This design comes from an exercise in tuning for small area, a short achievable clock period and few clock cycles per item on the open sky130 flow, not from production work. In this exercise RTL edits were held to simulation tests only and were not proved equivalent to the original.

Design pipelined_array_mult, start of the top module:
module pipelined_array_mult #(
  parameter int WIDTH  = 64,
  parameter int TAG_W  = 4
) (
  input  logic               clk,
  input  logic               rst,
  input  logic               in_valid,
  output logic               in_ready,
  input  logic               in_signed,
  input  logic [WIDTH-1:0]   A,
  input  logic [WIDTH-1:0]   B,
  input  logic [TAG_W-1:0]   in_tag,
  output logic               out_valid,
  input  logic               out_ready,
  output logic [2*WIDTH-1:0] out,
  output logic               out_signed,
  output logic [TAG_W-1:0]   out_tag
);
Settings: LEC_CHECK=0, ABC_AREA=1, CAP_MARGIN=20, CORE_MARGIN=2, CORE_UTILIZATION=45, SLEW_MARGIN=20, SYNTH_HIERARCHICAL=1; clock period 13.0 ns.
standard.sh (not shown) runs the stock make flow with config.mk's settings and CLKGATE_MAP_FILE= SYNTH_SCRIPT=/design/flow/synth_recipe.tcl, a recipe that flattens the netlist after the stock synthesis.
==> flow/flow/run.sh <==
#!/bin/bash
# Own flow: the standard ORFS layout (standard.sh) with these changes:
# - repair_timing aims for a path delay well below the 13 ns clock (setup slack
#   margin), so that the achieved period improves; the SDC is the standard one;
# - ports are buffered with buf_2 instead of the default (a delay cell);
# - CTS inserts no dummy loads, and may use smaller clock buffers;
# - global placement weights the timing-critical nets more.
set -euo pipefail
export SETUP_SLACK_MARGIN=8.7
export BUFFER_PORTS_ARGS="-buffer_cell sky130_fd_sc_hd__buf_2"
export CTS_ARGS="-sink_clustering_enable -repair_clock_nets -dont_use_dummy_load -buf_list {sky130_fd_sc_hd__clkbuf_4 sky130_fd_sc_hd__clkbuf_8 sky130_fd_sc_hd__clkbuf_16} -sink_clustering_size 24 -sink_clustering_max_diameter 120"
export GLOBAL_PLACEMENT_ARGS="-timing_driven_net_weight_max 5 -timing_driven_nets_percentage 20"
bash standard.sh > standard.log 2>&1
The starting point finished with timing, DRC and antenna clean.
Testbench counts at the start, summed over its fixed seeds: cycles 1,036, items 1,024.
Edit:
==> flow/flow/run.sh (replaced) <==
#!/bin/bash
# Own flow: the standard ORFS layout (standard.sh) with these changes:
# - repair_timing aims for a path delay well below the 13 ns clock (setup slack
#   margin), so that the achieved period improves; the SDC is the standard one;
# - ports are buffered with buf_2 instead of the default (a delay cell);
# - CTS inserts no dummy loads, and may use smaller clock buffers.
set -euo pipefail
export SETUP_SLACK_MARGIN=8.5
export BUFFER_PORTS_ARGS="-buffer_cell sky130_fd_sc_hd__buf_2"
export CTS_ARGS="-sink_clustering_enable -repair_clock_nets -dont_use_dummy_load -buf_list {sky130_fd_sc_hd__clkbuf_4 sky130_fd_sc_hd__clkbuf_8 sky130_fd_sc_hd__clkbuf_16} -sink_clustering_size 24 -sink_clustering_max_diameter 120"
bash standard.sh > standard.log 2>&1
Outcome:
- The new run went through all stages and came out clean
- utilization falls by 1.2 points
- sequential share of layout area rises by 0.48 points
- cell count falls by 0.63%
- first-iteration DRC count falls by 9.9%
- critical path depth falls by 1
Edit:
--- a/flow/flow/run.sh
+++ b/flow/flow/run.sh
@@ -5,3 +5,4 @@
 # - ports are buffered with buf_2 instead of the default (a delay cell);
-# - CTS inserts no dummy loads, and may use smaller clock buffers.
+# - CTS inserts no dummy loads, and may use smaller clock buffers;
+# - global placement weights the timing-critical nets more.
 set -euo pipefail
@@ -10,2 +11,3 @@
 export CTS_ARGS="-sink_clustering_enable -repair_clock_nets -dont_use_dummy_load -buf_list {sky130_fd_sc_hd__clkbuf_4 sky130_fd_sc_hd__clkbuf_8 sky130_fd_sc_hd__clkbuf_16} -sink_clustering_size 24 -sink_clustering_max_diameter 120"
+export GLOBAL_PLACEMENT_ARGS="-timing_driven_net_weight_max 5 -timing_driven_nets_percentage 20"
 bash standard.sh > standard.log 2>&1
=> Flip-flop and latch count is unchanged; wire length goes up by 1.4%; global-route usage climbs by 0.36 points; die area does not change; worst hold slack gains 0.048 ns; worst setup slack improves by 0.0056 ns; design area barely changes; area after synthesis stays the same; via count barely changes.

pipelined_array_mult again, from the RTL that the note above started with.
Settings: LEC_CHECK=0, ABC_AREA=1, CAP_MARGIN=20, CORE_MARGIN=2, CORE_UTILIZATION=45, CTS_BUF_LIST=sky130_fd_sc_hd__clkbuf_4 sky130_fd_sc_hd__clkbuf_8 sky130_fd_sc_hd__clkbuf_16, CTS_CLUSTER_SIZE=30, SLEW_MARGIN=20, SYNTH_HIERARCHICAL=1; clock period 13.0 ns.
==> flow/flow/run.sh <==
#!/bin/bash
# Own flow: the standard ORFS layout (standard.sh) with these changes:
# - repair_timing aims for a path delay well below the 13 ns clock (setup slack
#   margin), so that the achieved period improves; the SDC is the standard one;
# - ports are buffered with buf_2 instead of the default (a delay cell);
# - CTS inserts no dummy loads.
set -euo pipefail
export SETUP_SLACK_MARGIN=8.5
export BUFFER_PORTS_ARGS="-buffer_cell sky130_fd_sc_hd__buf_2"
export CTS_ARGS="-sink_clustering_enable -repair_clock_nets -dont_use_dummy_load"
bash standard.sh > standard.log 2>&1
Testbench counts at the start, summed over its fixed seeds: cycles 1,036, items 1,024.
Then changed:
--- a/flow/flow/run.sh
+++ b/flow/flow/run.sh
@@ -6 +6,2 @@
-# - CTS inserts no dummy loads.
+# - CTS inserts no dummy loads;
+# - global placement weights the timing-critical nets more.
@@ -10,0 +12 @@
+export GLOBAL_PLACEMENT_ARGS="-timing_driven_net_weight_max 5 -timing_driven_nets_percentage 20"
- CTS_BUF_LIST: sky130_fd_sc_hd__clkbuf_4 sky130_fd_sc_hd__clkbuf_8 sky130_fd_sc_hd__clkbuf_16 -> not set
- CTS_CLUSTER_SIZE: 30 -> not set
Die area is unchanged; design area is about the same; wire length goes up by about 1.1%; final cell count barely changes.
Then changed:
--- a/flow/flow/run.sh
+++ b/flow/flow/run.sh
@@ -6 +6 @@
-# - CTS inserts no dummy loads;
+# - CTS inserts no dummy loads, and may use smaller clock buffers;
@@ -9 +9 @@
-export SETUP_SLACK_MARGIN=8.5
+export SETUP_SLACK_MARGIN=8.65
@@ -11 +11 @@
-export CTS_ARGS="-sink_clustering_enable -repair_clock_nets -dont_use_dummy_load"
+export CTS_ARGS="-sink_clustering_enable -repair_clock_nets -dont_use_dummy_load -buf_list {sky130_fd_sc_hd__clkbuf_4 sky130_fd_sc_hd__clkbuf_8 sky130_fd_sc_hd__clkbuf_16} -sink_clustering_size 24 -sink_clustering_max_diameter 120"
Outcome: Fmax rose by a few percent; final cell count stays flat; register-to-register slack is better by 0.12 ns; routed wire length rose slightly.

[separate check: timing with driven ports]
The flow's constraints put no driver on any port. The routed layouts listed below were extracted and timed again, unchanged, in two steps. Step 1: set_driving_cell puts a clkbuf_16 on clk and a buf_2 on each other input, an assumption about the parent block. Step 2 moves the port delays by t, midway between the first and last clock arrival at a register: inputs arrive t later, outputs are due t later. That takes back most of the time a late clock gives input paths. a / b / c = ideal ports / drivers / drivers and shift; a / b = the first two.
run | t, ns | setup slack, ns | worst setup path after step 2
the first run of note 1 | 0.862 | 8.546 / 8.546 / 8.395 | input to register
the second run of note 1 | 0.865 | 8.371 / 8.371 / 8.371 | register to register
the third run of note 1 | 0.851 | 8.376 / 8.376 / 8.376 | register to register
the first run of note 2 | 0.909 | 8.365 / 8.365 / 8.365 | register to register
the second run of note 2 | 0.941 | 8.384 / 8.384 / 8.355 | input to register
the third run of note 2 | 0.854 | 8.509 / 8.509 / 8.394 | input to register
After both steps every run listed still meets setup and hold. For the first run of note 1, which loses most, drivers alone change the setup slack by 0.000 ns; drivers and shift together by -0.151 ns.
